From an optimization exercise on the open Yosys and OpenROAD flow, aimed at small area and a short achievable clock period; shortcuts taken in it are not production practice.
In this exercise RTL edits were held to simulation tests only and were not proved equivalent to the original.
Power figures rest on the tool's default switching activity, not on a simulated workload.

==> flow/design.v, too long to show whole: its modules and the start of the top module <==
// module apb_regs: 110 lines
// module fir_filter: 2469 lines
// module result_fifo: 77 lines
// module apb_acc_top: 73 lines
module apb_acc_top (
  input  wire logic         i_clk,
  input  wire logic         i_reset,
  input  wire logic [11:0]  i_paddr,
  input  wire logic [31:0]  i_pwdata,
  input  wire logic         i_pwrite,
  input  wire logic         i_psel,
  input  wire logic         i_penable,
  output logic      [31:0]  o_prdata,
  output logic              o_pready,
  output logic              o_pslverr
);
  // ...
==> flow/run.sh <==
#!/bin/bash
# synth_recipe.tcl (not shown) runs the flow's synth.tcl, then flattens the netlist and writes it again
# the make line also repeats each setting of config.mk as NAME=value (left out here)
make -C /OpenROAD-flow-scripts/flow DESIGN_CONFIG=/design/flow/config.mk WORK_HOME=/design/flow/orfs CLKGATE_MAP_FILE= SYNTH_SCRIPT=/design/flow/synth_recipe.tcl finish
==> flow/config.mk <==
export PLATFORM = sky130hd
export DESIGN_NAME = apb_acc_top
export DESIGN_NICKNAME = apb_acc_top
export VERILOG_FILES = /design/flow/design.v
export SDC_FILE = /design/flow/constraint.sdc
export NUM_CORES = 4
export LEC_CHECK = 0
export CAP_MARGIN = 20
export CORE_MARGIN = 2
export CORE_UTILIZATION = 40
export SLEW_MARGIN = 20
==> flow/constraint.sdc <==
create_clock -name core_clock -period 7.0 [get_ports {i_clk}]
set_input_delay 1.4000 -clock core_clock [delete_from_list [all_inputs] [get_ports {i_clk}]]
set_output_delay 1.4000 -clock core_clock [all_outputs]
set_load 0.01 [all_outputs]
==> out/metrics.cfg, run 1 <==
[global_route]
gr-total-overflow=0
grt_pass1_wl_um=223000
grtUsageMet1=0.337
grt_pass1_vias=31400

[cts]
cts_setup_buffers=0
clk_pin_slew_ns=0.06
root_buffer=clkbuf_16
cts.sinks=959

[logic_synthesis]
synth_compound_gate_area_share=0.0908
yosysTopAreaCell=edfxtp_1
synth_area_leaders=edfxtp_1, fa_1, dfxtp_1
synth_mux_area_frac=0.0911

[min_path]
hold_depth=0
min_path_type=reg2reg

[routing]
drt-initial-drc-count=3634
wire_per_inst_um=27.1
ant_nets=0
vias=31500
wirelength_um=153000
firstDrtPassIters=6

[power_and_ir_drop]
seqPwrFrac=0.463
total_power_w=0.0160

[cells_and_area]
clockNetworkAreaShare=0.0599
seq_cells=959
drive_gt1_frac=0.119
dominant-cell-class=flip-flops and latches
largest_register=u_fifo.mem
fin_area_um2=55300

[floorplanning]
die_h_um=357
fp.dieArea_um2=127000

[setup_path]
critPathMaxStageDelay_ns=1.05
required_ns=7.56
critPathCapture=u_filter.ng_q[4][1]$_DFF_P_
r2r-start=u_fifo.count[2]$_DFF_PP0_
reg2regPathDepth=16
cp-startpoint=i_pwdata[3]

[sta]
holdWs_ns=0.349
postLayoutSetupSlackWorst_ns=2.65

[run_status]
status=finished clean

==> inputs of run 2 (changes only) <==
--- a/flow/config.mk
+++ b/flow/config.mk
@@ -8,4 +8,5 @@
 export CAP_MARGIN = 20
 export CORE_MARGIN = 2
 export CORE_UTILIZATION = 40
+export SETUP_SLACK_MARGIN = 4.4
 export SLEW_MARGIN = 20
==> run 2 against run 1 <==
Net effect: utilization grew 5.8 points; cell count grew 6.2%; largest cell class is now multi-input gates; critical endpoint is now u_regs.rd_q[24]$_DFF_P_; setup slack gained 0.78 ns; still clean.
==> out/metrics.cfg, run 2 <==
[run_status]
status=finished clean  ; unchanged

[cts]
clk_pin_slew_ns=0.07  ; was 0.06 ns
cts_tree=done  ; unchanged
insertion_delay_ns=0.72  ; was 0.74 ns
cts_buffers=98  ; was 100
cts.sinks=959  ; unchanged
cts_buffer_depth=3  ; unchanged
h-tree-depth=3  ; unchanged
root_buffer=clkbuf_16  ; unchanged

[cells_and_area]
stdcell_count=6000  ; was 5651
nets=4741  ; was 4387
final_common_cell=edfxtp_1  ; unchanged
area_delta_synth_final_pct=25.7  ; was 11.3%
n_fill_cell=10600  ; was 11200
largest_register=u_fifo.mem  ; unchanged
final_cell_mix=edfxtp_1, inv_1, buf_4, fa_1, dfxtp_1  ; was edfxtp_1, fa_1, inv_1, dfxtp_1
reg.largest.list=u_fifo.mem (416), u_regs.tap_q (96), u_filter.dly (84)  ; unchanged
drive_gt1_frac=0.349  ; was 0.119
largest_register_ffs=416  ; unchanged

[power_and_ir_drop]
p_int_w=0.0139  ; was 0.0113 W
ir_drop_v=0.000516  ; was 0.000394 V
combPwrFrac=0.366  ; was 0.206
sw_frac_of_total=0.310  ; was 0.298
power_density_nw_per_um2=323  ; was 290 nW/um2
power_switching_w=0.00626  ; was 0.00479 W
power_frac_clock=0.267  ; was 0.331
seqPwrFrac=0.366  ; was 0.463
leakagePower_nw=23.9  ; was 21.3 nW

[placed_design]
dp_hpwl_um=110000  ; was 109000 um
dp_cells=5431  ; was 5456
io_buffers=78  ; unchanged
place_congestion=0.963  ; was 1.01

[sta]
fin_crit_sh=0.509  ; was 0.621
setup_tns_ns=0  ; unchanged
slew_headroom=0.326  ; was 0.246
setup_viol=0  ; unchanged
fmax_ghz=0.280  ; was 0.230 GHz
skew_ns=0.0580  ; was 0.0686 ns
hold_viol_final=0  ; unchanged
rsz0062_at_grt=yes  ; was no
finalMaxSlewViolations=0  ; unchanged
finalWorstPathRequiredPeriod_ns=3.57  ; was 4.35 ns
tightest_slew_ns=1.01  ; was 1.12 ns

[setup_path]
rrSetupSlack_ns=3.43  ; was 2.71 ns
cp_max_fo=7  ; was 10
end_kind=flip-flop  ; unchanged
crit_type=reg2reg  ; was in2reg
worstPathArrival_ns=4.16  ; was 4.91 ns
reg2regPathDepth=13  ; was 16
r2r-start=u_filter.r2_5_1$_DFF_P_  ; was u_fifo.count[2]$_DFF_PP0_
timing.rr.end=u_regs.rd_q[24]$_DFF_P_  ; was u_regs.rd_q[0]$_DFF_P_
required_ns=7.60  ; was 7.56 ns
cp-start-kind=flip-flop  ; was input port

[floorplanning]
fp-row-count=129  ; unchanged
die-width_um=357  ; unchanged
ios=83  ; unchanged
die_h_um=357  ; unchanged
initial_core_util=0.403  ; unchanged
fp.dieArea_um2=127000  ; unchanged
core_um2=123000  ; unchanged

[logic_synthesis]
yosys_warnings=12  ; unchanged
ys_async_sr_fraction=0.225  ; unchanged
synth-seq-cells=959  ; unchanged
synth.top_cell.area_share=0.251  ; unchanged
syn_avg_cell_area_um2=12.5  ; unchanged
synth_ff_type=edfxtp_1  ; unchanged
synth.most_common_cell=edfxtp_1  ; unchanged
synth_nets=4452  ; unchanged
synth_area_leaders=edfxtp_1, fa_1, dfxtp_1  ; unchanged
syn-cell-area_um2=49700  ; unchanged
syn_inst=3986  ; unchanged
yosysTopAreaCell=edfxtp_1  ; unchanged
synth_common_cells=edfxtp_1, fa_1, inv_1  ; unchanged
synth-edff-count=416  ; unchanged
ys_seq_area_frac=0.492  ; unchanged
netlist-cell-type-count=70  ; unchanged

[min_path]
hold_end=u_filter.vld[1]$_DFF_PP0_  ; unchanged
min_path_type=reg2reg  ; unchanged
min-delay-start=u_filter.vld[0]$_DFF_PP0_  ; unchanged
hold_depth=0  ; unchanged

[global_route]
grt_pass1_vias=33600  ; was 31400
gr-total-overflow=0  ; unchanged
grt_max_degree=144  ; was 142
grt_pass1_wl_um=236000  ; was 223000 um
grt_usage=0.257  ; was 0.242
antenna_found_initial=8  ; was 13

[routing]
ant_nets=0  ; unchanged
wirelength_um=166000  ; was 153000 um
route.detailed.drc=0  ; unchanged
firstDrtPassIters=6  ; unchanged
routed_via_density=5.58  ; was 5.57
drt-initial-drc-count=3400  ; was 3634
wire_per_inst_um=27.7  ; was 27.1 um
vias=33500  ; was 31500

[flow_run]
max-cap-violations=0  ; unchanged

run 2: kinds of logic after synthesis:
group | synth area share
AO/OA/AOI/OAI | 0.0908
XOR/XNOR | 0.0617
adder cells (fa/ha/maj) | 0.157
buffers and inverters | 0.0514
flip-flops | 0.492
multiplexers | 0.0911
other | 0.000151
AND/OR/NAND/NOR | 0.0563
run 2: layout make-up:
class	instances	area [um2]	area share
clock inverter	54	514	0.00823
inverter	344	1350	0.0216
timing repair inverter	1	11.3	0.000180
multi-input combinational	2375	25900	0.415
timing repair buffer	496	4980	0.0797
tap	1637	2050	0.0328
antenna	3	7.51	0.000120
sequential	959	24800	0.397
clock buffer	131	2850	0.0457
run 2: worst max-delay path by stage:
stage,to,slack (ns),startpoint
after floorplan,u_fifo.count[0]$_DFF_PP0_,2.79,i_reset
after global placement,u_regs.rd_q[13]$_DFF_P_,2.34,i_paddr[4]
after detailed placement,u_regs.rd_q[13]$_DFF_P_,2.35,i_paddr[4]
after CTS,u_regs.rd_q[24]$_DFF_P_,3.34,u_filter.r2_1_2$_DFF_P_
after global routing,u_regs.rd_q[24]$_DFF_P_,3.30,u_filter.r2_5_1$_DFF_P_
final,u_regs.rd_q[24]$_DFF_P_,3.43,u_filter.r2_5_1$_DFF_P_
run 2: power groups by stage:
stage	clock network (W)	logic, W	registers (W)
6_report	0.00540	0.00739	0.00739
5_1_grt	0.00572	0.00773	0.00741
4_1_cts	0.00545	0.00642	0.00740
3_5_place_dp	0	0.00358	0.00756
3_3_place_gp	0	0.00352	0.00756
2_1_floorplan	0	0.00236	0.00750
run 2: layer usage:
layer | up-vias | part of all wire | global-route usage
li1 | 14400 | - | -
met1 | 17200 | 0.40 | 0.332
met2 | 1429 | 0.47 | 0.415
met3 | 390 | 0.070 | 0.0493
met4 | 6 | 0.060 | 0.126
met5 | - | 0.00026 | 0
run 2: through the flow:
stage	total power, W	instance area (um2)	worst slack [ns]	utilization	hold WS (ns)
detailed placement	0.0111	52500	2.35	0.425	0.345
finish	0.0202	62500	3.43	0.506	0.357
floorplan	0.00986	50700	2.79	-	0.331
global placement	0.0111	52500	2.34	0.425	0.335
global route	0.0209	62500	3.30	0.506	0.364
CTS	0.0193	60300	3.34	0.488	0.358
run 2: repair_timing:
item,CTS,global route
resized for setup,735,318
setup endpoints to repair,585,622
setup buffers,246,108
pin swaps,116,154
hold buffers,0,0
gates cloned,21,6
run 2: critical path, stage by stage, from the launching register on:
cell and delay (ns):
dfxtp_1 0.37, fa_2 0.49, ha_4 0.19, buf_4 0.17, nor3_2 0.23, nor2_1 0.10, o22a_2 0.27, o41ai_4 0.31
o211ai_4 0.14, a221oi_4 0.25, o211ai_1 0.22, xor2_4 0.22, buf_12 0.17, a221o_1 0.29
==> inputs of run 3 (changes only) <==
--- a/flow/config.mk
+++ b/flow/config.mk
@@ -7,6 +7,6 @@
 export LEC_CHECK = 0
 export CAP_MARGIN = 20
 export CORE_MARGIN = 2
-export CORE_UTILIZATION = 40
+export CORE_UTILIZATION = 60
 export SETUP_SLACK_MARGIN = 4.4
 export SLEW_MARGIN = 20
==> run 3 against run 2 <==
Net effect: count of clock-buffer cells in the layout grew 10; register-to-register slack worse by 0.09 ns; die area decreased by 33%; cell count is 9.7% lower; critical endpoint unchanged; maximum frequency down 2.6%; still clean on timing, DRC and antenna; critical path type unchanged.
==> out/metrics.cfg, run 3 <==
[placed_design]
dp_hpwl_um=109000  ; was 110000 um
io_buffers=78  ; unchanged
dp_cells=4871  ; was 5431
place_congestion=1.04  ; was 0.963

[cells_and_area]
regArea_um2=24800  ; about the same
drive_gt1_frac=0.333  ; was 0.349
n_fill_cell=5017  ; was 10600
nets=4723  ; was 4741
area_delta_synth_final_pct=24.3  ; was 25.7%
final_cell_mix=edfxtp_1, inv_1, fa_1, buf_4, dfxtp_1  ; was edfxtp_1, inv_1, buf_4, fa_1, dfxtp_1
final_common_cell=edfxtp_1  ; unchanged
largest_register_ffs=416  ; unchanged
reg.largest.list=u_fifo.mem (416), u_regs.tap_q (96), u_filter.dly (84)  ; unchanged
multi_input_area_um2=26000  ; was 25900 um2
largest_register=u_fifo.mem  ; unchanged
stdcell_count=5418  ; was 6000

[setup_path]
crit_buf_inv=2  ; unchanged
crit_type=reg2reg  ; unchanged
path_cells=inv_2, fa_1, fa_2, nor2b_4, o31a_1, o22a_2, o41ai_4, o211ai_4, a221oi_4, o211ai_1, xor2_4, buf_12, a221o_1  ; was fa_2, ha_4, buf_4, nor3_2, nor2_1, o22a_2, o41ai_4, o211ai_4, a221oi_4, o211ai_1, xor2_4, buf_12, a221o_1
crit_slowest_cell=fa_1  ; was fa_2
cp_max_fo=4  ; was 7
required_ns=7.57  ; was 7.60 ns
crit_family=compound AO/OA/AOI/OAI gates  ; unchanged
critPathMaxStageDelay_ns=0.56  ; was 0.49 ns
cp-start-kind=flip-flop  ; unchanged
r2r-start=u_filter.r2_1_2$_DFF_P_  ; was u_filter.r2_5_1$_DFF_P_
cp-startpoint=u_filter.r2_1_2$_DFF_P_  ; was u_filter.r2_5_1$_DFF_P_
end_kind=flip-flop  ; unchanged
worstPathArrival_ns=4.23  ; was 4.16 ns

[cts]
cts.sinks=959  ; unchanged
cts_tree=done  ; unchanged
root_buffer=clkbuf_16  ; unchanged
h-tree-depth=3  ; unchanged
cts_buffer_depth=3  ; unchanged
postCtsHoldBufs=0  ; unchanged
cts_buffers=98  ; unchanged
insertion_delay_ns=0.70  ; was 0.72 ns
clk_pin_slew_ns=0.06  ; was 0.07 ns

[global_route]
grt_max_degree=141  ; was 144
antenna_found_initial=11  ; was 8
grt_pass1_vias=34700  ; was 33600
gr-total-overflow=0  ; unchanged
grt_usage=0.393  ; was 0.257
grt_pass1_wl_um=240000  ; was 236000 um

[sta]
hold_viol_final=0  ; unchanged
fmax_ghz=0.273  ; was 0.280 GHz
tightest_slew_ns=0.967  ; was 1.01 ns
setup_viol=0  ; unchanged
rsz0062_at_grt=yes  ; unchanged
skew_ns=0.0644  ; was 0.0580 ns
finalMaxSlewViolations=0  ; unchanged
fin_crit_sh=0.523  ; was 0.509
slew_headroom=0.353  ; was 0.326
finalWorstPathRequiredPeriod_ns=3.66  ; was 3.57 ns
setup_tns_ns=0  ; unchanged

[logic_synthesis]
ys_seq_area_frac=0.492  ; unchanged
synth_fa_ha_area_frac=0.157  ; unchanged
syn-cell-area_um2=49700  ; unchanged
synth_ff_type=edfxtp_1  ; unchanged
synth-edff-count=416  ; unchanged
synth_area_leaders=edfxtp_1, fa_1, dfxtp_1  ; unchanged
synth.most_common_cell=edfxtp_1  ; unchanged
syn_inst=3986  ; unchanged
synth_compound_gate_area_share=0.0908  ; unchanged
synth_nets=4452  ; unchanged
synthSimpleGateAreaFrac=0.0563  ; unchanged
synth_mux_area_frac=0.0911  ; unchanged
netlist-cell-type-count=70  ; unchanged
synth-seq-cells=959  ; unchanged
synth_top_family_by_area=adder cells  ; unchanged
synth_xor_area_frac=0.0617  ; unchanged
synth.top_cell.area_share=0.251  ; unchanged
ys_async_sr_fraction=0.225  ; unchanged
yosys_warnings=12  ; unchanged
syn_avg_cell_area_um2=12.5  ; unchanged
synth_common_cells=edfxtp_1, fa_1, inv_1  ; unchanged
yosysTopAreaCell=edfxtp_1  ; unchanged

[run_status]
status=finished clean  ; unchanged

[floorplanning]
die_h_um=292  ; was 357 um
core_um2=82100  ; was 123000 um2
fp-row-count=105  ; was 129
ios=83  ; unchanged
fp.dieArea_um2=85200  ; was 127000 um2
initial_core_util=0.605  ; was 0.403
die-width_um=292  ; was 357 um

[min_path]
min-delay-start=u_filter.vld[0]$_DFF_PP0_  ; unchanged
min_path_type=reg2reg  ; unchanged

[power_and_ir_drop]
leakagePower_nw=23.9  ; about the same
ir_drop_v=0.000508  ; was 0.000516 V
power_density_nw_per_um2=331  ; was 323 nW/um2

[flow_run]
max-cap-violations=0  ; unchanged

[routing]
drt-initial-drc-count=3886  ; was 3400
routed-wl-met2_um=78000  ; was 77700 um
top_layer_used=met5  ; unchanged
route.detailed.drc=0  ; unchanged
drt-met1-wl_um=61200  ; was 67000 um
vias=34800  ; was 33500
wirelength_um=170000  ; was 166000 um
route.met3.wl_um=15400  ; was 11600 um
wire_per_inst_um=31.3  ; was 27.7 um
firstDrtPassIters=6  ; unchanged
ant_nets=0  ; unchanged
routed_via_density=6.42  ; was 5.58

-- run 3: changes by cell type in the layout (fill, tap and decap cells not counted), moves of 9 or more --
cell,change
dfrtp_1,+11
dfxtp_1,+9
a22oi_2,-20
buf_6,-22
dfxtp_2,-11
a22oi_1,+20
buf_4,-10
-- run 3: timing repair --
| item | CTS | global route |
|---|---|---|
| gates cloned | 27 | 4 |
| setup endpoints to repair | 633 | 549 |
| pin swaps | 113 | 161 |
| resized for setup | 741 | 273 |
| setup buffers | 239 | 86 |
-- run 3: final timing paths --
kind / endpoint / slack (ns) / depth (start not counted)
hold / removal: u_filter.vld[1]$_DFF_PP0_ / 0.36 / 0
setup reg to reg: u_regs.rd_q[24]$_DFF_P_ / 3.34 / 13
hold reg to reg: u_filter.vld[1]$_DFF_PP0_ / 0.36 / 0
max in group asynchronous: u_regs.tap_q[1][2]$_DFFE_PP0P_ / 4.75 / 3
min in group asynchronous: u_filter.dly[1][2]$_DFF_PP0_ / 0.99 / 2
setup / recovery: u_regs.rd_q[24]$_DFF_P_ / 3.34 / 13
-- run 3: report_power, final --
part / leakage (nW) / internal, W / total [W] / switching [W]
sequential: 9.34 / 0.00728 / 0.00740 / 0.000126
clock: 1.70 / 0.00318 / 0.00552 / 0.00233
combinational: 12.8 / 0.00351 / 0.00754 / 0.00404
-- run 3: routing by layer --
metal / vias to the layer above / track usage
met4: 2 / 0.262
met2: 2149 / 0.626
met3: 602 / 0.0798
li1: 14400 / -
met5: - / 0
met1: 17600 / 0.491
-- run 3: logic make-up after synthesis --
logic type	Yosys count
xor+xnor	350
buf+inv	663
fa+ha+maj	418
mux	358
flops	959
other cells	2
simple gates	595
compound gates	641
-- run 3: layout make-up --
type	instances	share of cell area
flip-flops and latches	959	0.401
multi-input cells	2378	0.421
clock inverters	45	0.00919
inverters	344	0.0217
repair buffers	475	0.0787
diodes	5	0.000202
repair inverters	1	0.000101
well taps	1070	0.0217
clock buffers	141	0.0470
-- run 3: stage by stage --
| step | hold slack (ns) | power, W | setup slack [ns] | utilization | cell area [um2] |
|---|---|---|---|---|---|
| 2_1_floorplan | 0.331 | 0.00986 | 2.79 | - | 50700 |
| 3_3_place_gp | 0.334 | 0.0109 | 2.07 | 0.631 | 51800 |
| 3_5_place_dp | 0.345 | 0.0111 | 2.05 | 0.632 | 51900 |
| 4_1_cts | 0.359 | 0.0194 | 3.34 | 0.729 | 59800 |
| 5_1_grt | 0.364 | 0.0210 | 3.27 | 0.753 | 61800 |
| 6_report | 0.355 | 0.0205 | 3.34 | 0.753 | 61800 |

separate check: timing with driven ports:
No port has a modelled driver above. Below, the same layouts with a new extraction and two added sets of constraints.
Step 1 (the two cells are an assumption about what drives the block):
set clk [get_ports {i_clk}]
set_driving_cell -lib_cell sky130_fd_sc_hd__clkbuf_16 $clk
set_driving_cell -lib_cell sky130_fd_sc_hd__buf_2 [delete_from_list [all_inputs] $clk]
Step 2 adds t to the input delays and takes it off the output delays; t is the mean of the earliest and latest rising clock arrival at the registers after step 1. Input paths then give back, and output paths get back, about the clock's delay inside the block.
Three values: ideal, step 1, step 2; two values: the first two.
run	t (ns)	slack for setup (ns)	worst setup path after step 2	cell pins on the clock port's net
run 1	0.779	2.651 / 2.703 / 1.924	input to register	1
run 2	0.768	3.435 / 3.435 / 3.430	input to register	1
run 3	0.734	3.341 / 3.341 / 3.341	register to register	1
After both steps setup and hold are still met in every run listed. For run 1, which loses most, drivers alone change the setup slack by +0.052 ns; drivers and shift together by -0.727 ns.
